Background: an optimization exercise with open tools, aiming at small area. Do not read the settings as production practice.
Function was checked by simulation only, so behaviour that the tests miss may differ from the original.

==> flow/design.v (outline; a module is shown in full before it is edited, if it fits) <==
// module fp_adder: 57 lines
// module fp_multiplier: 35 lines
// module fp_sig_mul: 957 lines
// module fp_round: 80 lines
// module fp_lane_front: 21 lines
// module fpr_file: 63 lines
// module fpu_top: 148 lines
module fpu_top
(
    input  logic                fpu_clock,
    input  logic                fpu_reset_b,
    input  fpu_pkg::fpu_op_t    fpu_instr,
    input  fpu_pkg::reg_index_t fs,
    input  fpu_pkg::reg_index_t ft,
    input  fpu_pkg::reg_index_t fd,
    input  fpu_pkg::fp_word_t   data_gpr,
    output fpu_pkg::fp_word_t   result,
    output fpu_pkg::fp_word_t   data_fpr,
    output logic                exception
);
  // ...
==> flow/flow/run.sh <==
#!/bin/bash
# Own layout flow: the standard layout (standard.sh), with one change in
# synthesis: an area-oriented combinational mapping (see flow/synth.tcl)
# Everything else, including every register,
# is the standard synthesis's.
set -euo pipefail
W=$PWD
F=$W/flow
export MY_ABC_SCRIPT=$F/abc.script
sed "s#SYNTH_SCRIPT=[^ ]*#SYNTH_SCRIPT=$F/synth.tcl #" standard.sh > own_standard.sh
bash own_standard.sh synth > $W/synth.log 2>&1
bash own_standard.sh finish > $W/layout.log 2>&1
==> flow/flow/abc.script <==
&get -n
&st
&dch
&nf -R 1000
&put
topo
stime -c
==> flow/flow/synth.tcl <==
# synth_recipe.tcl with three changes to the combinational mapping (the
# registers are the standard synthesis's): Yosys's synth runs without its
# quick ABC pass, extract_fa extracts full adders only, and the final ABC
# call runs flow/abc.script, an area-oriented mapping.
proc synth {args} { yosys synth -nofsm -noshare -noabc {*}$args }
proc extract_fa {args} { yosys extract_fa -fa }
proc abc {args} {
  set out {}
  set i 0
  while {$i < [llength $args]} {
    set a [lindex $args $i]
    if {$a eq "-script"} {
      lappend out -script $::env(MY_ABC_SCRIPT)
      incr i 2
      continue
    }
    lappend out $a
    incr i
  }
  yosys abc {*}$out
}
source $::env(SCRIPTS_DIR)/synth.tcl
# left out here: clear keep_hierarchy, flatten, clean up, hide names made inside functions, write 1_2_yosys.v
==> flow/standard.sh <==
#!/bin/bash
# synth_recipe.tcl (not shown) runs the flow's synth.tcl, then flattens the netlist and writes it again
# the make line also repeats each setting of config.mk as NAME=value (left out here)
make -C /OpenROAD-flow-scripts/flow DESIGN_CONFIG=/design/flow/config.mk WORK_HOME=/design/flow/orfs CLKGATE_MAP_FILE= SYNTH_SCRIPT=/design/flow/synth_recipe.tcl "${@:-finish}"
==> flow/config.mk <==
export PLATFORM = sky130hd
export DESIGN_NAME = fpu_top
export DESIGN_NICKNAME = fpu_top
export VERILOG_FILES = /design/flow/design.v
export SDC_FILE = /design/flow/constraint.sdc
export NUM_CORES = 8
export LEC_CHECK = 0
export CAP_MARGIN = 20
export CORE_MARGIN = 2
export CORE_UTILIZATION = 40
export SLEW_MARGIN = 20
==> flow/constraint.sdc <==
create_clock -name core_clock -period 17.0 [get_ports {fpu_clock}]
set_input_delay 3.4000 -clock core_clock [delete_from_list [all_inputs] [get_ports {fpu_clock}]]
set_output_delay 3.4000 -clock core_clock [all_outputs]
set_load 0.01 [all_outputs]
==> results.toml, run 1 <==
[critical_path]
startpoint = "ft_q[1]"
cpPeakStageDelay_ns = 0.96

[global_routing]
busiest_layer = "met2"
antenna_found_initial = 41
grt_util_met2 = 0.5980

[placed_design]
dp_slack_ns = 1.616
dp_hpwl_um = 346100

[floorplan]
coreArea_sq_mm = 0.2328
taps = 3132
dieArea_sq_mm = 0.2383

[logic_synthesis]
syn_avg_cell_area_sq_um = 8.180
synth_flop_cell = "dfxtp_1"
synth_edf_count = 0
synth_common_cells = "nand2_1, dfxtp_1, nor2_1"
ys_seq_area_frac = 0.2643
synth_top_family_by_area = "compound AO/OA/AOI/OAI gates"

[drt]
vias_per_cell = 6.910
wl_met3_um = 72510

[timing]
fmax_ghz = 0.06355
fin_hold_ws_ns = 0.3259
fin_skew_ns = 0.1078

[finish]
stdcell_area_sq_mm = 0.1085
finalNonFillerCells = 15430
buffer_area_frac = 0.03938

[min_path]
hp-class = "reg -> reg"

[clocking]
numCtsBuffers = 146
post-cts-setup-buffers = 0

[run_status]
outcome = "timing/DRC/antenna clean"
==> module fpr_file, before the edit <==
module fpr_file
(
    input  logic                fpu_clock,
    input  logic                fpu_reset_b,
    input  logic                mtc1_we,
    input  fpu_pkg::reg_index_t mtc1_idx,
    input  fpu_pkg::fp_word_t   mtc1_data,
    input  logic                wbe_we,
    input  logic [3:0]          wbe_row,
    input  fpu_pkg::fp_word_t   wbe_data,
    input  logic                wbo_we,
    input  logic [3:0]          wbo_row,
    input  fpu_pkg::fp_word_t   wbo_data,
    input  logic                sup_we,
    input  fpu_pkg::reg_index_t sup_idx,
    input  logic [3:0]          se_row,
    input  logic [3:0]          so_row,
    input  logic [3:0]          te_row,
    input  logic [3:0]          to_row,
    output fpu_pkg::fp_word_t   se_data,
    output fpu_pkg::fp_word_t   so_data,
    output fpu_pkg::fp_word_t   te_data,
    output fpu_pkg::fp_word_t   to_data
);
    logic [15:0][31:0] bank_e, bank_o;
    logic [15:0][31:0] next_e, next_o;
    always_comb
    begin
        for (int i = 0; i < 16; i++)
        begin
            logic ge, we, he, gd, wo, ho;
            ge = ~fpu_reset_b & mtc1_we & (mtc1_idx == 5'(2 * i));
            we = ~fpu_reset_b & wbe_we & (wbe_row == 4'(i)) & ~ge
                 & ~(sup_we & (sup_idx == 5'(2 * i)));
            he = ~fpu_reset_b & ~ge & ~we;
            gd = ~fpu_reset_b & mtc1_we & (mtc1_idx == 5'(2 * i + 1));
            wo = ~fpu_reset_b & wbo_we & (wbo_row == 4'(i)) & ~gd
                 & ~(sup_we & (sup_idx == 5'(2 * i + 1)));
            ho = ~fpu_reset_b & ~gd & ~wo;
            next_e[i] = ({32{ge}} & mtc1_data) | ({32{we}} & wbe_data) | ({32{he}} & bank_e[i]);
            next_o[i] = ({32{gd}} & mtc1_data) | ({32{wo}} & wbo_data) | ({32{ho}} & bank_o[i]);
        end
    end
    always_ff @(posedge fpu_clock)
    begin
        bank_e <= next_e;
        bank_o <= next_o;
    end
    always_comb
    begin
        se_data = '0;
        so_data = '0;
        te_data = '0;
        to_data = '0;
        for (int i = 0; i < 16; i++)
        begin
            se_data = se_data | ({32{se_row == 4'(i)}} & bank_e[i]);
            so_data = so_data | ({32{so_row == 4'(i)}} & bank_o[i]);
            te_data = te_data | ({32{te_row == 4'(i)}} & bank_e[i]);
            to_data = to_data | ({32{to_row == 4'(i)}} & bank_o[i]);
        end
    end
endmodule
==> module fpu_top, before the edit <==
module fpu_top
(
    input  logic                fpu_clock,
    input  logic                fpu_reset_b,
    input  fpu_pkg::fpu_op_t    fpu_instr,
    input  fpu_pkg::reg_index_t fs,
    input  fpu_pkg::reg_index_t ft,
    input  fpu_pkg::reg_index_t fd,
    input  fpu_pkg::fp_word_t   data_gpr,
    output fpu_pkg::fp_word_t   result,
    output fpu_pkg::fp_word_t   data_fpr,
    output logic                exception
);
    logic [3:0]          op_q;
    fpu_pkg::reg_index_t fs_q, ft_q, fd_q;
    always_ff @(posedge fpu_clock)
    begin
        if (fpu_reset_b)
            op_q <= 4'd0;
        else
            op_q <= fpu_instr;
        fs_q <= fs;
        ft_q <= ft;
        fd_q <= fd;
    end
    logic is_arith, is_mul, is_sub, is_pair, is_mfc1, is_mtc1;
    assign is_arith = (op_q >= 4'd1) && (op_q <= 4'd6);
    assign is_mul   = (op_q == 4'd5) || (op_q == 4'd6);
    assign is_sub   = (op_q == 4'd3) || (op_q == 4'd4);
    assign is_pair  = (op_q == 4'd2) || (op_q == 4'd4) || (op_q == 4'd6);
    assign is_mfc1  = (op_q == 4'd13);
    assign is_mtc1  = (op_q == 4'd14);
    fpu_pkg::fp_word_t se, so, te, to;
    logic [3:0]        se_row, so_row, te_row, to_row;
    assign se_row = fs_q[4:1] + {3'd0, fs_q[0]};
    assign so_row = fs_q[4:1];
    assign te_row = ft_q[4:1] + {3'd0, ft_q[0]};
    assign to_row = ft_q[4:1];
    fpu_pkg::fp_word_t   w_e, w_o;
    logic                w_we_e, w_we_o, w_rsel, w_exc;
    fpu_pkg::reg_index_t w_fd;
    fpr_file i_fpr_file
    (
        .fpu_clock   (fpu_clock),
        .fpu_reset_b (fpu_reset_b),
        .mtc1_we     (fpu_instr == fpu_pkg::op_mtc1),
        .mtc1_idx    (fs),
        .mtc1_data   (data_gpr),
        .wbe_we      (w_we_e),
        .wbe_row     (w_fd[4:1] + {3'd0, w_fd[0]}),
        .wbe_data    (w_e),
        .wbo_we      (w_we_o),
        .wbo_row     (w_fd[4:1]),
        .wbo_data    (w_o),
        .sup_we      (is_mtc1),
        .sup_idx     (fs_q),
        .se_row      (se_row),
        .so_row      (so_row),
        .te_row      (te_row),
        .to_row      (to_row),
        .se_data     (se),
        .so_data     (so),
        .te_data     (te),
        .to_data     (to)
    );
    fpu_pkg::fp_word_t rs_word, data_fpr_q;
    assign rs_word  = fs_q[0] ? so : se;
    assign data_fpr = is_mfc1 ? rs_word : data_fpr_q;
    always_ff @(posedge fpu_clock)
    begin
        if (fpu_reset_b)
            data_fpr_q <= '0;
        else if (is_mfc1)
            data_fpr_q <= rs_word;
    end
    fpu_pkg::fp_word_t te_op, to_op;
    logic              same_par;
    assign same_par = (fs_q[0] == ft_q[0]);
    assign te_op    = same_par ? te : to;
    assign to_op    = same_par ? to : te;
    logic [27:0]       sig_e_d, sig_o_d;
    logic signed [9:0] exp_e_d, exp_o_d;
    logic              sign_e_d, sign_o_d;
    logic [1:0]        spec_e_d, spec_o_d;
    fp_lane_front i_front_e
    (
        .is_mul (is_mul),
        .a      (se),
        .b      ({te_op[31] ^ is_sub, te_op[30:0]}),
        .sig    (sig_e_d),
        .exp    (exp_e_d),
        .sign   (sign_e_d),
        .spec   (spec_e_d)
    );
    fp_lane_front i_front_o
    (
        .is_mul (is_mul),
        .a      (so),
        .b      ({to_op[31] ^ is_sub, to_op[30:0]}),
        .sig    (sig_o_d),
        .exp    (exp_o_d),
        .sign   (sign_o_d),
        .spec   (spec_o_d)
    );
    logic                m_valid, m_pair, m_fs0;
    fpu_pkg::reg_index_t m_fd;
    logic [27:0]         m_sig_e, m_sig_o;
    logic signed [9:0]   m_exp_e, m_exp_o;
    logic                m_sign_e, m_sign_o;
    logic [1:0]          m_spec_e, m_spec_o;
    always_ff @(posedge fpu_clock)
    begin
        if (fpu_reset_b)
            m_valid <= 1'b0;
        else
            m_valid <= is_arith;
        m_pair   <= is_pair;
        m_fs0    <= fs_q[0];
        m_fd     <= fd_q;
        m_sig_e  <= sig_e_d;
        m_sig_o  <= sig_o_d;
        m_exp_e  <= exp_e_d;
        m_exp_o  <= exp_o_d;
        m_sign_e <= sign_e_d;
        m_sign_o <= sign_o_d;
        m_spec_e <= spec_e_d;
        m_spec_o <= spec_o_d;
    end
    fpu_pkg::fp_word_t r_e, r_o;
    logic              x_e, x_o;
    fp_round i_round_e (.sig(m_sig_e), .exp(m_exp_e), .sign(m_sign_e), .spec(m_spec_e), .res(r_e), .exception(x_e));
    fp_round i_round_o (.sig(m_sig_o), .exp(m_exp_o), .sign(m_sign_o), .spec(m_spec_o), .res(r_o), .exception(x_o));
    logic wgo, xlane;
    assign wgo    = m_valid & ~fpu_reset_b;
    assign xlane = m_fs0 ^ m_fd[0];
    always_ff @(posedge fpu_clock)
    begin
        w_e    <= wgo ? (xlane ? r_o : r_e) : '0;
        w_o    <= wgo ? (xlane ? r_e : r_o) : '0;
        w_we_e <= wgo & (m_pair | ~m_fd[0]);
        w_we_o <= wgo & (m_pair | m_fd[0]);
        w_rsel <= m_pair ^ ~m_fd[0];
        w_fd   <= m_fd;
        w_exc  <= wgo & (m_pair ? (x_e | x_o) : (m_fs0 ? x_o : x_e));
    end
    assign result    = w_rsel ? w_e : w_o;
    assign exception = w_exc;
endmodule
==> run 2, diff against run 1 <==
--- a/flow/design.v
+++ b/flow/design.v
@@ -1177,5 +1177,2 @@
     input  logic                fpu_reset_b,
-    input  logic                mtc1_we,
-    input  fpu_pkg::reg_index_t mtc1_idx,
-    input  fpu_pkg::fp_word_t   mtc1_data,
     input  logic                wbe_we,
@@ -1186,8 +1183,11 @@
     input  fpu_pkg::fp_word_t   wbo_data,
-    input  logic                sup_we,
-    input  fpu_pkg::reg_index_t sup_idx,
-    input  logic [3:0]          se_row,
-    input  logic [3:0]          so_row,
-    input  logic [3:0]          te_row,
-    input  logic [3:0]          to_row,
+    input  logic                fwm_we,
+    input  fpu_pkg::reg_index_t fwm_idx,
+    input  fpu_pkg::fp_word_t   fwm_data,
+    input  logic                fww_we_e,
+    input  logic                fww_we_o,
+    input  fpu_pkg::reg_index_t fww_idx,
+    input  fpu_pkg::fp_word_t   fww_data,
+    input  fpu_pkg::reg_index_t rs_idx,
+    input  fpu_pkg::reg_index_t rt_idx,
     output fpu_pkg::fp_word_t   se_data,
@@ -1198,3 +1198,6 @@
     logic [15:0][31:0] bank_e, bank_o;
-    logic [15:0][31:0] next_e, next_o;
+    fpu_pkg::fp_word_t wbe_word, wbo_word;
+    logic [15:0]       wbe_en, wbo_en;
+    assign wbe_word = wbe_data & {32{~fpu_reset_b}};
+    assign wbo_word = wbo_data & {32{~fpu_reset_b}};
     always_comb
@@ -1203,13 +1206,4 @@
         begin
-            logic ge, we, he, gd, wo, ho;
-            ge = ~fpu_reset_b & mtc1_we & (mtc1_idx == 5'(2 * i));
-            we = ~fpu_reset_b & wbe_we & (wbe_row == 4'(i)) & ~ge
-                 & ~(sup_we & (sup_idx == 5'(2 * i)));
-            he = ~fpu_reset_b & ~ge & ~we;
-            gd = ~fpu_reset_b & mtc1_we & (mtc1_idx == 5'(2 * i + 1));
-            wo = ~fpu_reset_b & wbo_we & (wbo_row == 4'(i)) & ~gd
-                 & ~(sup_we & (sup_idx == 5'(2 * i + 1)));
-            ho = ~fpu_reset_b & ~gd & ~wo;
-            next_e[i] = ({32{ge}} & mtc1_data) | ({32{we}} & wbe_data) | ({32{he}} & bank_e[i]);
-            next_o[i] = ({32{gd}} & mtc1_data) | ({32{wo}} & wbo_data) | ({32{ho}} & bank_o[i]);
+            wbe_en[i] = fpu_reset_b | (wbe_we & (wbe_row == 4'(i)));
+            wbo_en[i] = fpu_reset_b | (wbo_we & (wbo_row == 4'(i)));
         end
@@ -1218,17 +1212,46 @@
     begin
-        bank_e <= next_e;
-        bank_o <= next_o;
+        for (int i = 0; i < 16; i++)
+        begin
+            if (wbe_en[i])
+                bank_e[i] <= wbe_word;
+            if (wbo_en[i])
+                bank_o[i] <= wbo_word;
+        end
+    end
+    logic [15:0] s_row, t_row, se_sel, so_sel, te_sel, to_sel;
+    always_comb
+    begin
+        s_row = 16'd1 << rs_idx[4:1];
+        t_row = 16'd1 << rt_idx[4:1];
     end
+    assign so_sel = s_row;
+    assign to_sel = t_row;
+    assign se_sel = rs_idx[0] ? {s_row[14:0], s_row[15]} : s_row;
+    assign te_sel = rt_idx[0] ? {t_row[14:0], t_row[15]} : t_row;
+    fpu_pkg::reg_index_t se_reg, so_reg, te_reg, to_reg;
+    assign se_reg = {rs_idx[4:1] + {3'd0, rs_idx[0]}, 1'b0};
+    assign so_reg = {rs_idx[4:1], 1'b1};
+    assign te_reg = {rt_idx[4:1] + {3'd0, rt_idx[0]}, 1'b0};
+    assign to_reg = {rt_idx[4:1], 1'b1};
+    logic se_m, so_m, te_m, to_m, se_w, so_w, te_w, to_w;
+    assign se_m = fwm_we & (fwm_idx == se_reg);
+    assign so_m = fwm_we & (fwm_idx == so_reg);
+    assign te_m = fwm_we & (fwm_idx == te_reg);
+    assign to_m = fwm_we & (fwm_idx == to_reg);
+    assign se_w = ~se_m & fww_we_e & (fww_idx == se_reg);
+    assign so_w = ~so_m & fww_we_o & (fww_idx == so_reg);
+    assign te_w = ~te_m & fww_we_e & (fww_idx == te_reg);
+    assign to_w = ~to_m & fww_we_o & (fww_idx == to_reg);
     always_comb
     begin
-        se_data = '0;
-        so_data = '0;
-        te_data = '0;
-        to_data = '0;
+        se_data = ({32{se_m}} & fwm_data) | ({32{se_w}} & fww_data);
+        so_data = ({32{so_m}} & fwm_data) | ({32{so_w}} & fww_data);
+        te_data = ({32{te_m}} & fwm_data) | ({32{te_w}} & fww_data);
+        to_data = ({32{to_m}} & fwm_data) | ({32{to_w}} & fww_data);
         for (int i = 0; i < 16; i++)
         begin
-            se_data = se_data | ({32{se_row == 4'(i)}} & bank_e[i]);
-            so_data = so_data | ({32{so_row == 4'(i)}} & bank_o[i]);
-            te_data = te_data | ({32{te_row == 4'(i)}} & bank_e[i]);
-            to_data = to_data | ({32{to_row == 4'(i)}} & bank_o[i]);
+            se_data = se_data | ({32{se_sel[i] & ~se_m & ~se_w}} & bank_e[i]);
+            so_data = so_data | ({32{so_sel[i] & ~so_m & ~so_w}} & bank_o[i]);
+            te_data = te_data | ({32{te_sel[i] & ~te_m & ~te_w}} & bank_e[i]);
+            to_data = to_data | ({32{to_sel[i] & ~to_m & ~to_w}} & bank_o[i]);
         end
@@ -1251,2 +1274,3 @@
     fpu_pkg::reg_index_t fs_q, ft_q, fd_q;
+    fpu_pkg::fp_word_t   g_q;
     always_ff @(posedge fpu_clock)
@@ -1260,2 +1284,3 @@
         fd_q <= fd;
+        g_q  <= data_gpr;
     end
@@ -1269,10 +1294,8 @@
     fpu_pkg::fp_word_t se, so, te, to;
-    logic [3:0]        se_row, so_row, te_row, to_row;
-    assign se_row = fs_q[4:1] + {3'd0, fs_q[0]};
-    assign so_row = fs_q[4:1];
-    assign te_row = ft_q[4:1] + {3'd0, ft_q[0]};
-    assign to_row = ft_q[4:1];
     fpu_pkg::fp_word_t   w_e, w_o;
-    logic                w_we_e, w_we_o, w_rsel, w_exc;
+    logic                w_we_e, w_we_o, w_mt, w_rs_e, w_rs_o, w_exc;
     fpu_pkg::reg_index_t w_fd;
+    logic                m_mt;
+    fpu_pkg::reg_index_t m_fd;
+    fpu_pkg::fp_word_t   m_data;
     fpr_file i_fpr_file
@@ -1281,5 +1304,2 @@
         .fpu_reset_b (fpu_reset_b),
-        .mtc1_we     (fpu_instr == fpu_pkg::op_mtc1),
-        .mtc1_idx    (fs),
-        .mtc1_data   (data_gpr),
         .wbe_we      (w_we_e),
@@ -1290,8 +1310,11 @@
         .wbo_data    (w_o),
-        .sup_we      (is_mtc1),
-        .sup_idx     (fs_q),
-        .se_row      (se_row),
-        .so_row      (so_row),
-        .te_row      (te_row),
-        .to_row      (to_row),
+        .fwm_we      (m_mt),
+        .fwm_idx     (m_fd),
+        .fwm_data    (m_data),
+        .fww_we_e    (w_mt & w_we_e),
+        .fww_we_o    (w_mt & w_we_o),
+        .fww_idx     (w_fd),
+        .fww_data    (w_e),
+        .rs_idx      (fs_q),
+        .rt_idx      (ft_q),
         .se_data     (se),
@@ -1341,3 +1364,2 @@
     logic                m_valid, m_pair, m_fs0;
-    fpu_pkg::reg_index_t m_fd;
     logic [27:0]         m_sig_e, m_sig_o;
@@ -1349,11 +1371,17 @@
         if (fpu_reset_b)
+        begin
             m_valid <= 1'b0;
+            m_mt    <= 1'b0;
+        end
         else
+        begin
             m_valid <= is_arith;
+            m_mt    <= is_mtc1;
+        end
         m_pair   <= is_pair;
         m_fs0    <= fs_q[0];
-        m_fd     <= fd_q;
-        m_sig_e  <= sig_e_d;
+        m_fd     <= is_mtc1 ? fs_q : fd_q;
+        m_sig_e  <= is_mtc1 ? g_q[27:0] : sig_e_d;
         m_sig_o  <= sig_o_d;
-        m_exp_e  <= exp_e_d;
+        m_exp_e  <= is_mtc1 ? $signed({6'd0, g_q[31:28]}) : exp_e_d;
         m_exp_o  <= exp_o_d;
@@ -1364,2 +1392,3 @@
     end
+    assign m_data = {m_exp_e[3:0], m_sig_e};
     fpu_pkg::fp_word_t r_e, r_o;
@@ -1368,12 +1397,19 @@
     fp_round i_round_o (.sig(m_sig_o), .exp(m_exp_o), .sign(m_sign_o), .spec(m_spec_o), .res(r_o), .exception(x_o));
-    logic wgo, xlane;
-    assign wgo    = m_valid & ~fpu_reset_b;
-    assign xlane = m_fs0 ^ m_fd[0];
+    logic                wgo, mgo, xlane, prev_hit;
+    fpu_pkg::reg_index_t w_fd_next;
+    assign wgo       = m_valid & ~fpu_reset_b;
+    assign mgo       = m_mt & ~fpu_reset_b;
+    assign xlane     = m_fs0 ^ m_fd[0];
+    assign w_fd_next = w_fd + 5'd1;
+    assign prev_hit  = ~w_mt & (((w_we_e | w_we_o) & (w_fd == m_fd))
+                                | (w_we_e & w_we_o & (w_fd_next == m_fd)));
     always_ff @(posedge fpu_clock)
     begin
-        w_e    <= wgo ? (xlane ? r_o : r_e) : '0;
-        w_o    <= wgo ? (xlane ? r_e : r_o) : '0;
-        w_we_e <= wgo & (m_pair | ~m_fd[0]);
-        w_we_o <= wgo & (m_pair | m_fd[0]);
-        w_rsel <= m_pair ^ ~m_fd[0];
+        w_e    <= wgo ? (xlane ? r_o : r_e) : mgo ? m_data : '0;
+        w_o    <= wgo ? (xlane ? r_e : r_o) : mgo ? m_data : '0;
+        w_we_e <= (wgo & (m_pair | ~m_fd[0])) | (mgo & ~m_fd[0] & ~prev_hit);
+        w_we_o <= (wgo & (m_pair | m_fd[0]))  | (mgo & m_fd[0] & ~prev_hit);
+        w_mt   <= mgo;
+        w_rs_e <= wgo & (m_pair ^ ~m_fd[0]);
+        w_rs_o <= wgo & ~(m_pair ^ ~m_fd[0]);
         w_fd   <= m_fd;
@@ -1381,3 +1417,3 @@
     end
-    assign result    = w_rsel ? w_e : w_o;
+    assign result    = ({32{w_rs_e}} & w_e) | ({32{w_rs_o}} & w_o);
     assign exception = w_exc;
==> flow/flow/run.sh (replaced) <==
#!/bin/bash
# Own layout flow: the standard layout (standard.sh) with these changes:
#  - synthesis maps the combinational logic for area (see flow/synth.tcl);
#    every register is the standard synthesis's
#  - clock tree: no dummy loads, larger sink clusters
#  - port buffers: the smallest buffer
#  - after global routing, cells on paths with slack are sized down
# Each step's full output is in this folder: synth.log, layout.log, and
# ORFS's own logs under orfs/logs.
set -euo pipefail
W=$PWD
F=$W/flow
export MY_ABC_SCRIPT=$F/abc.script
sed "s#SYNTH_SCRIPT=[^ ]*#SYNTH_SCRIPT=$F/synth.tcl #" standard.sh > own_standard.sh
bash own_standard.sh synth > $W/synth.log 2>&1
export CTS_ARGS="-sink_clustering_enable -repair_clock_nets -dont_use_dummy_load -sink_clustering_size 25 -sink_clustering_max_diameter 100"
export BUFFER_PORTS_ARGS="-buffer_cell sky130_fd_sc_hd__buf_1"
export RECOVER_POWER=100
bash own_standard.sh finish > $W/layout.log 2>&1
==> run 2 against run 1 <==
  * The layout now fails its checks (capacitance limit, slew limit)
  * Wire length shrank 12%
  * Die area shrank 1.4%
  * Sequential share of layout area rose by 12 points
  * Cell area fell by 5.3%
  * Critical path depth fell by 5
  * Core utilization decreased by 1.9 points
  * Critical path type unchanged
==> results.toml, run 2 <==
[run_status]
outcome = "complete, but fails checks"
check-failures = "capacitance limit, slew limit"

[finish]
final_common_cell = "nand2_1"
area_delta_synth_final_pct = 11.20
n_fill_cell = 22140
nNetsFinal = 10490
layout_common_cells = "nand2_1, edfxtp_1, nor2_1, xnor2_1, o21ai_0"
finalNonFillerCells = 12950
final_layout_size_suffix_gt1_frac = 0.06357
top_regs = "i_fpr_file.bank_e: 512 flops, i_fpr_file.bank_o: 512 flops"
seqCellArea_sq_mm = 0.03574
multiInputGateArea_sq_mm = 0.05671

[critical_path]
worst_setup_path_start_kind = "flip-flop"
crit_slowest_cell = "clkbuf_1"
cpPeakStageDelay_ns = 1.37
cp_num_buf_inv = 7
crit_required_ns = 17.57
worstSetupEndpointType = "flip-flop"
path_class = "reg -> reg"
r2r_slack_ns = 0.72
crit_fanout = 38
cp_top_family = "compound AO/OA/AOI/OAI gates"
worstPathArrival_ns = 16.85
cpMostUsedCell = "o21ai_0"

[timing]
grt_setup_unrepaired = "no"
fin_crit_ns = 16.28
final.period_utilization = 0.9579
fmax_ghz = 0.06141
slew_headroom = -1.391
fin_setup_tns_ns = 0
slew_violations = 1488
setup_viol = 0
fin_skew_ns = 0.09217
hold_viol_final = 0
worstMarginPinSlew_ns = 3.586

[logic_synthesis]
synthArstFlopShare = 0
syn_avg_cell_area_sq_um = 9.990
synth_top_area_frac = 0.3326
yosysWarnings = 5
synth_flop_cell = "edfxtp_1"
synthCells = 9254
synth_common_cells = "nand2_1, edfxtp_1, nor2_1"
ys_seq_area_frac = 0.3865
syn_nets = 9833
synth_area_leader_cell = "edfxtp_1"
synth_area_leaders = "edfxtp_1, fa_1, xnor2_1"
synth.distinct_cells = 70
synth-seq-cells = 1273
synth.most_common_cell = "nand2_1"
netlist_area_sq_mm = 0.09245
synth_edf_count = 1024

[floorplan]
dieArea_sq_mm = 0.2350
num_rows = 176
die_h_um = 484.8
coreArea_sq_mm = 0.2299
start_util = 0.4021
die_width_um = 484.8
io_pins = 118

[drt]
num_vias = 89080
drc = 0
ant_nets = 0
wl_per_cell_um = 34.84
wl_met3_um = 60700
wl_met1_um = 163000
dr.pass1.iters = 13
finalWirelength_um = 451200
vias_per_cell = 6.879
topRoutingLayerUsed = "met5"
drt_iter0_drc = 14330
wl_met2_um = 187500

[clocking]
clk_latency_ns = 0.78
cts_root_buf = "clkbuf_16"
cts.sinks = 1273
post-cts-setup-buffers = 0
h-tree-depth = 3
numCtsBuffers = 69
clock_path_buffers = 3
ctsHoldBuffers = 0
ctsResizeCount = 0
tritoncts = "done"
clk_pin_slew_ns = 0.09

[global_routing]
antenna_found_initial = 25
grt_pass1_wl_um = 630600
grt_pass1_vias = 85290
grt_max_degree = 87
grt_usage = 0.3706
gr-total-overflow = 0

[placed_design]
dp_hpwl_um = 321000
port_buffers = 117
gp_congestion = 1.024
dpl.cell_count = 12870

[min_path]
hp-class = "reg -> reg"

[job]
max_cap_violations = 53
==> run 2: cell count changes after synthesis, sizes merged, moves of 118 or more <==
cell and delta:
o21ai +118, dfxtp -989, edfxtp +1024, a22o +119
nand2 -1310, clkinv -352, a22oi -500, a222oi -381
==> run 2: through the flow <==
stage	worst slack [ns]	hold WS, ns	util	instance area [sq um]
after global placement	1.695	0.4129	0.4406	101300
after floorplan	0.3842	0.4000	-	92480
final	0.7160	0.4198	0.4472	102800
after CTS	1.556	0.4215	0.4483	103100
after global routing	0.1337	0.4302	0.4471	102800
after detailed placement	1.657	0.4144	0.4408	101300
==> run 2: kinds of logic (layout without fill, tap and decap cells) <==
group / count (synthesis) / count (layout) / synth area share
multiplexers: 185 / 185 / 0.02067
AO/OA/AOI/OAI: 3057 / 3057 / 0.2311
XOR/XNOR: 961 / 961 / 0.09104
AND/OR/NAND/NOR: 2966 / 2966 / 0.1447
flip-flops: 1273 / 1273 / 0.3865
adder cells (fa/ha/maj): 532 / 532 / 0.1146
other: 0 / 12 / 0
buffers and inverters: 280 / 937 / 0.01137
==> run 2: area by class of cell <==
type	instances	share of cell area
multi-input cells	7701	0.5516
flip-flops and latches	1273	0.3476
well taps	3026	0.03683
repair buffers	588	0.03664
clock buffers	69	0.01680
inverters	280	0.01024
diodes	12	0.0002921
==> run 2: worst register-to-register path: cells and delay by family (launching register included) <==
kind,cells,cell delay (ns)
AOI/OAI and AO/OA,26,5.94
xor gates and xnor gates,2,1.18
adders and majority gates,1,0.50
buffers and inverters,7,3.70
DFF,1,0.74
and+or+nand+nor,17,4.07
==> run 2: worst paths after layout <==
| check | from | to | depth (start not counted) |
|---|---|---|---|
| setup / recovery | fs_q[0] | m_sig_e[23] | 53 |
| hold reg to reg | m_fd[4] | w_fd[4] | 0 |
| hold / removal | m_fd[4] | w_fd[4] | 0 |
| setup reg to reg | fs_q[0] | m_sig_e[23] | 53 |
==> run 2: layer usage <==
metal,GRT usage,vias up
met4,0.2656,14
met3,0.1143,1523
met1,0.4675,43700
met5,0,-
li1,-,37120
met2,0.5372,6726
==> module fp_adder, before the edit <==
module fp_adder
(
    input  fpu_pkg::fp_word_t a,
    input  fpu_pkg::fp_word_t b,
    output logic [27:0]       sig,         
    output logic signed [9:0] exp,
    output logic              sign,
    output logic [1:0]        spec
);
    logic        a_zero, b_zero;           
    logic        a_ge;
    logic [7:0]  big_e, small_e;
    logic [22:0] big_m, small_m;
    logic        big_s, small_s;
    logic [23:0] big_sig, small_sig;
    logic [7:0]  exp_diff;
    logic        eff_sub;
    logic [25:0] sh0, sh1, sh2, sh3, sh4, sh5;
    logic        st1, st2, st3, st4, st5;
    logic [26:0] aligned;
    assign a_zero = (a[30:23] == 8'd0);
    assign b_zero = (b[30:23] == 8'd0);
    assign a_ge   = b_zero | (~a_zero & (a[30:0] >= b[30:0]));
    assign big_e   = a_ge ? a[30:23] : b[30:23];
    assign big_m   = a_ge ? a[22:0]  : b[22:0];
    assign big_s   = a_ge ? a[31]    : b[31];
    assign small_e = a_ge ? b[30:23] : a[30:23];
    assign small_m = a_ge ? b[22:0]  : a[22:0];
    assign small_s = a_ge ? b[31]    : a[31];
    assign big_sig   = (big_e == 8'd0)   ? 24'd0 : {1'b1, big_m};
    assign small_sig = (small_e == 8'd0) ? 24'd0 : {1'b1, small_m};
    assign exp_diff  = big_e - small_e;
    assign eff_sub   = big_s ^ small_s;
    assign sh0 = {small_sig, 2'b00};
    assign sh1 = exp_diff[4] ? {16'd0, sh0[25:16]} : sh0;
    assign st1 = exp_diff[4] & (|sh0[15:0]);
    assign sh2 = exp_diff[3] ? {8'd0, sh1[25:8]} : sh1;
    assign st2 = st1 | (exp_diff[3] & (|sh1[7:0]));
    assign sh3 = exp_diff[2] ? {4'd0, sh2[25:4]} : sh2;
    assign st3 = st2 | (exp_diff[2] & (|sh2[3:0]));
    assign sh4 = exp_diff[1] ? {2'd0, sh3[25:2]} : sh3;
    assign st4 = st3 | (exp_diff[1] & (|sh3[1:0]));
    assign sh5 = exp_diff[0] ? {1'd0, sh4[25:1]} : sh4;
    assign st5 = st4 | (exp_diff[0] & sh4[0]);
    always_comb
    begin
        if (exp_diff > 8'd26)
            aligned = {26'd0, |small_sig};      
        else
            aligned = {sh5, st5};
        sig = eff_sub ? {1'b0, big_sig, 3'b000} - {1'b0, aligned}
                      : {1'b0, big_sig, 3'b000} + {1'b0, aligned};
    end
    assign exp  = $signed({2'b00, big_e});
    assign sign = big_s;
    assign spec = ((&a[30:23]) | (&b[30:23])) ? 2'b01 : 2'b00;
endmodule
==> module fp_round, before the edit <==
module fp_round
(
    input  logic [27:0]       sig,
    input  logic signed [9:0] exp,
    input  logic              sign,
    input  logic [1:0]        spec,        
    output fpu_pkg::fp_word_t res,
    output logic              exception
);
    localparam fpu_pkg::fp_word_t inf_word = 32'h7f80_0000;
    logic [26:0]       n0, n1, n2, n3, n4, n5;
    logic [4:0]        lz;
    logic [26:0]       norm;
    logic signed [9:0] norm_exp;
    logic              round_up;
    logic [24:0]       rounded;
    logic signed [9:0] final_exp;
    assign n0    = sig[26:0];
    assign lz[4] = ~|n0[26:11];
    assign n1    = lz[4] ? {n0[10:0], 16'd0} : n0;
    assign lz[3] = ~|n1[26:19];
    assign n2    = lz[3] ? {n1[18:0], 8'd0} : n1;
    assign lz[2] = ~|n2[26:23];
    assign n3    = lz[2] ? {n2[22:0], 4'd0} : n2;
    assign lz[1] = ~|n3[26:25];
    assign n4    = lz[1] ? {n3[24:0], 2'd0} : n3;
    assign lz[0] = ~n4[26];
    assign n5    = lz[0] ? {n4[25:0], 1'd0} : n4;
    always_comb
    begin
        if (sig[27])
        begin
            norm     = {sig[27:2], sig[1] | sig[0]};
            norm_exp = exp + 10'sd1;
        end
        else
        begin
            norm     = n5;
            norm_exp = exp - $signed({5'd0, lz});
        end
        round_up  = norm[2] & (norm[1] | norm[0] | norm[3]);
        rounded   = {1'b0, norm[26:3]} + {24'd0, round_up};
        final_exp = norm_exp + $signed({9'd0, rounded[24]});
    end
    always_comb
    begin
        exception = 1'b0;
        case (spec)
            2'b01:
            begin
                res       = 32'h7f80_0001;
                exception = 1'b1;
            end
            2'b10:
            begin
                res       = {sign, inf_word[30:0]};
                exception = 1'b1;
            end
            2'b11:
                res = {sign, 31'd0};
            default:
            begin
                if (sig == 28'd0)
                    res = '0;
                else if (final_exp >= 10'sd255)
                begin
                    res       = {sign, inf_word[30:0]};
                    exception = 1'b1;
                end
                else if (final_exp < 10'sd1)
                begin
                    res       = '0;
                    exception = 1'b1;
                end
                else
                    res = {sign, final_exp[7:0], rounded[22:0]};
            end
        endcase
    end
endmodule
==> run 3, diff against run 2 <==
--- a/flow/design.v
+++ b/flow/design.v
@@ -73,4 +73,3 @@
             aligned = {sh5, st5};
-        sig = eff_sub ? {1'b0, big_sig, 3'b000} - {1'b0, aligned}
-                      : {1'b0, big_sig, 3'b000} + {1'b0, aligned};
+        sig = {1'b0, big_sig, 3'b000} + ({1'b0, aligned} ^ {28{eff_sub}}) + {27'd0, eff_sub};
     end
@@ -1103,11 +1102,6 @@
         if (sig[27])
-        begin
-            norm     = {sig[27:2], sig[1] | sig[0]};
-            norm_exp = exp + 10'sd1;
-        end
+            norm = {sig[27:2], sig[1] | sig[0]};
         else
-        begin
-            norm     = n5;
-            norm_exp = exp - $signed({5'd0, lz});
-        end
+            norm = n5;
+        norm_exp = exp + (sig[27] ? 10'sd1 : ~$signed({5'd0, lz})) + {9'd0, ~sig[27]};
         round_up  = norm[2] & (norm[1] | norm[0] | norm[3]);
--- a/flow/flow/run.sh
+++ b/flow/flow/run.sh
@@ -6,3 +6,2 @@
 #  - port buffers: the smallest buffer
-#  - after global routing, cells on paths with slack are sized down
 # Each step's full output is in this folder: synth.log, layout.log, and
@@ -17,3 +16,2 @@
 export BUFFER_PORTS_ARGS="-buffer_cell sky130_fd_sc_hd__buf_1"
-export RECOVER_POWER=100
 bash own_standard.sh finish > $W/layout.log 2>&1
==> run 3 against run 2 <==
  * The run now finishes clean
  * Highest routed layer unchanged
  * Register-to-register slack improved by 1.0 ns
  * Non-clock buffer count fell by 22
  * Critical endpoint is now m_sig_e[27]
  * Critical path depth rose by 6
  * Wire length fell by 5.7%
  * Cell count fell by 2.8%
  * Cell area fell by 1.3%
  * Die area fell by 2.0%
  * Count of clock-buffer cells in the layout rose by 3
  * Maximum frequency rose by 6.8%
  * Synthesized area fell by 2.0%
  * Core utilization rose by 0.38 points
==> results.toml, run 3 <==
[floorplan]
coreArea_sq_mm = 0.2249
die_h_um = 479.9
num_rows = 174
die_width_um = 479.9
start_util = 0.4028
io_pins = 118
dieArea_sq_mm = 0.2303

[clocking]
clk_latency_ns = 0.77
cts.sinks = 1273
tritoncts = "done"
h-tree-depth = 3
cts_root_buf = "clkbuf_16"
clock_path_buffers = 3
post-cts-setup-buffers = 0
numCtsBuffers = 72
clk_pin_slew_ns = 0.09
ctsHoldBuffers = 0
ctsResizeCount = 0

[timing]
fmax_ghz = 0.06562
worstMarginPinSlew_ns = 1.313
slew_violations = 0
slew_headroom = 0.1213
fin_skew_ns = 0.1064
hold_viol_final = 0
grt_setup_unrepaired = "no"
final.period_utilization = 0.8965
setup_viol = 0
fin_setup_tns_ns = 0
fin_crit_ns = 15.24

[critical_path]
worst_setup_path_start_kind = "flip-flop"
worstSetupEndpointType = "flip-flop"
crit_required_ns = 17.57
cp_num_buf_inv = 3
path_class = "reg -> reg"
worstPathArrival_ns = 15.81
startpoint = "ft_q[4]"
r2r_start = "ft_q[4]"
cpPeakStageDelay_ns = 0.93
crit_fanout = 33
crit_slowest_cell = "nor2_1"
cpMostUsedCell = "o21ai_0"
cp_top_family = "simple AND/OR/NAND/NOR gates"

[logic_synthesis]
synth_flop_cell = "edfxtp_1"
synth.distinct_cells = 64
synth_common_cells = "edfxtp_1, nand2_1, nor2_1"
syn_avg_cell_area_sq_um = 10.14
yosysWarnings = 5
synth.most_common_cell = "edfxtp_1"
synth_area_leaders = "edfxtp_1, fa_1, xnor2_1"
netlist_area_sq_mm = 0.09059
syn_nets = 9512
synthArstFlopShare = 0
synth_area_leader_cell = "edfxtp_1"
synthCells = 8933
synth_edf_count = 1024
synth-seq-cells = 1273
ys_seq_area_frac = 0.3945
synth_top_area_frac = 0.3394

[finish]
postLayoutCoreUtil = 0.4510
nNetsFinal = 10150
final_layout_size_suffix_gt1_frac = 0.07659
final_common_cell = "edfxtp_1"
n_fill_cell = 21340
area_delta_synth_final_pct = 11.96
layout_common_cells = "edfxtp_1, nand2_1, nor2_1, xnor2_1, fa_1"
top_regs = "i_fpr_file.bank_e: 512 flops, i_fpr_file.bank_o: 512 flops"

[global_routing]
grt_max_degree = 65
grt_pass1_vias = 81360
grt_usage = 0.3587
antenna_found_initial = 17
gr-total-overflow = 0
grt_pass1_wl_um = 598100

[drt]
dr.pass1.iters = 14
finalWirelength_um = 425600
drt_iter0_drc = 13880
drc = 0
wl_per_cell_um = 33.83
num_vias = 84830
ant_nets = 0
vias_per_cell = 6.743

[job]
max_cap_violations = 0

[min_path]
hp-class = "reg -> reg"
hp-start = "fd_q[4]"

[placed_design]
gp_congestion = 1.051
dp_hpwl_um = 305100
port_buffers = 117

[run_status]
outcome = "timing/DRC/antenna clean"
## run 3: cell count changes in the layout (fill, tap and decap cells not counted), moves of 25 or more
cell / delta
a221oi_1: -59
a222oi_1: -27
a22oi_1: +75
and2_0: -26
and3_1: -43
buf_4: +46
clkbuf_1: -68
nand2_1: -97
nand2b_1: -35
nand4_1: +25
nor2b_1: -27
nor3_1: +34
o21ai_0: -150
xor2_1: +56
## run 3: cell families after synthesis
family / synth area share
xor gates and xnor gates: 0.09774
buffers and inverters: 0.01090
DFF: 0.3945
and+or+nand+nor: 0.1398
muxes: 0.02032
AOI/OAI and AO/OA: 0.2199
adders and majority gates: 0.1168
## run 3: worst paths after layout
check                endpoint  slack, ns  cells after the start
hold reg to reg       m_fd[4]       0.44                      2
setup reg to reg  m_sig_e[27]       1.76                     59
setup / recovery  m_sig_e[27]       1.76                     59
hold / removal        m_fd[4]       0.44                      2
## run 3: per-layer routing
layer / GRT usage / vias up / wire length [um]
met5: 0 / - / 95
li1: - / 35680 / -
met3: 0.09044 / 1149 / 50810
met1: 0.4607 / 42100 / 159100
met2: 0.5395 / 5880 / 183600
met4: 0.2276 / 14 / 31910
## run 3: layout make-up
cell class	count	area [sq um]	area share
diodes	17	42.54	0.0004194
clock buffers	72	1802	0.01776
inverters	263	988.4	0.009745
multi-input cells	7397	55280	0.5450
flip-flops and latches	1273	35740	0.3524
well taps	2992	3744	0.03691
repair buffers	566	3826	0.03772
## run 3: tightest hold or removal path, delay by kind of cell (launching register included)
family / cells / cell delay [ns]
flops: 1 / 0.31
simple gates: 2 / 0.09
## run 3: stage by stage
stage	area, sq um	setup slack (ns)	hold WS (ns)	cells
global route	101400	0.6344	0.4589	12570
finish	101400	1.760	0.4355	12580
floorplan	90610	0.1570	0.3979	8933
detailed placement	99530	2.002	0.4185	12490
CTS	101300	1.986	0.4366	12560
global placement	99510	2.105	0.4178	12490

## afterwards: timing with drivers on the ports
Ports are ideal in the flow. The routed layouts listed here were re-timed in OpenROAD.
Step 1 assumes that a clkbuf_16 drives the clock port and a buf_2 every other input.
Step 2 moves the port delays by t, midway between the first and last clock arrival at a register: inputs arrive t later, outputs are due t later. That takes back most of the time a late clock gives input paths.
a / b / c = ideal ports / drivers / drivers and shift; a / b = the first two.
| run | shift t [ns] | setup WS [ns] | worst setup path at the end | worst slew at a driven data input, ns |
|---|---|---|---|---|
| run 1 | 0.956 | 1.264 / 1.264 / 1.264 | register to register | 0.09 |
| run 2 | 0.821 | 0.716 / 0.716 / 0.716 | register to register | 0.06 |
| run 3 | 0.808 | 1.760 / 1.760 / 1.760 | register to register | 0.06 |
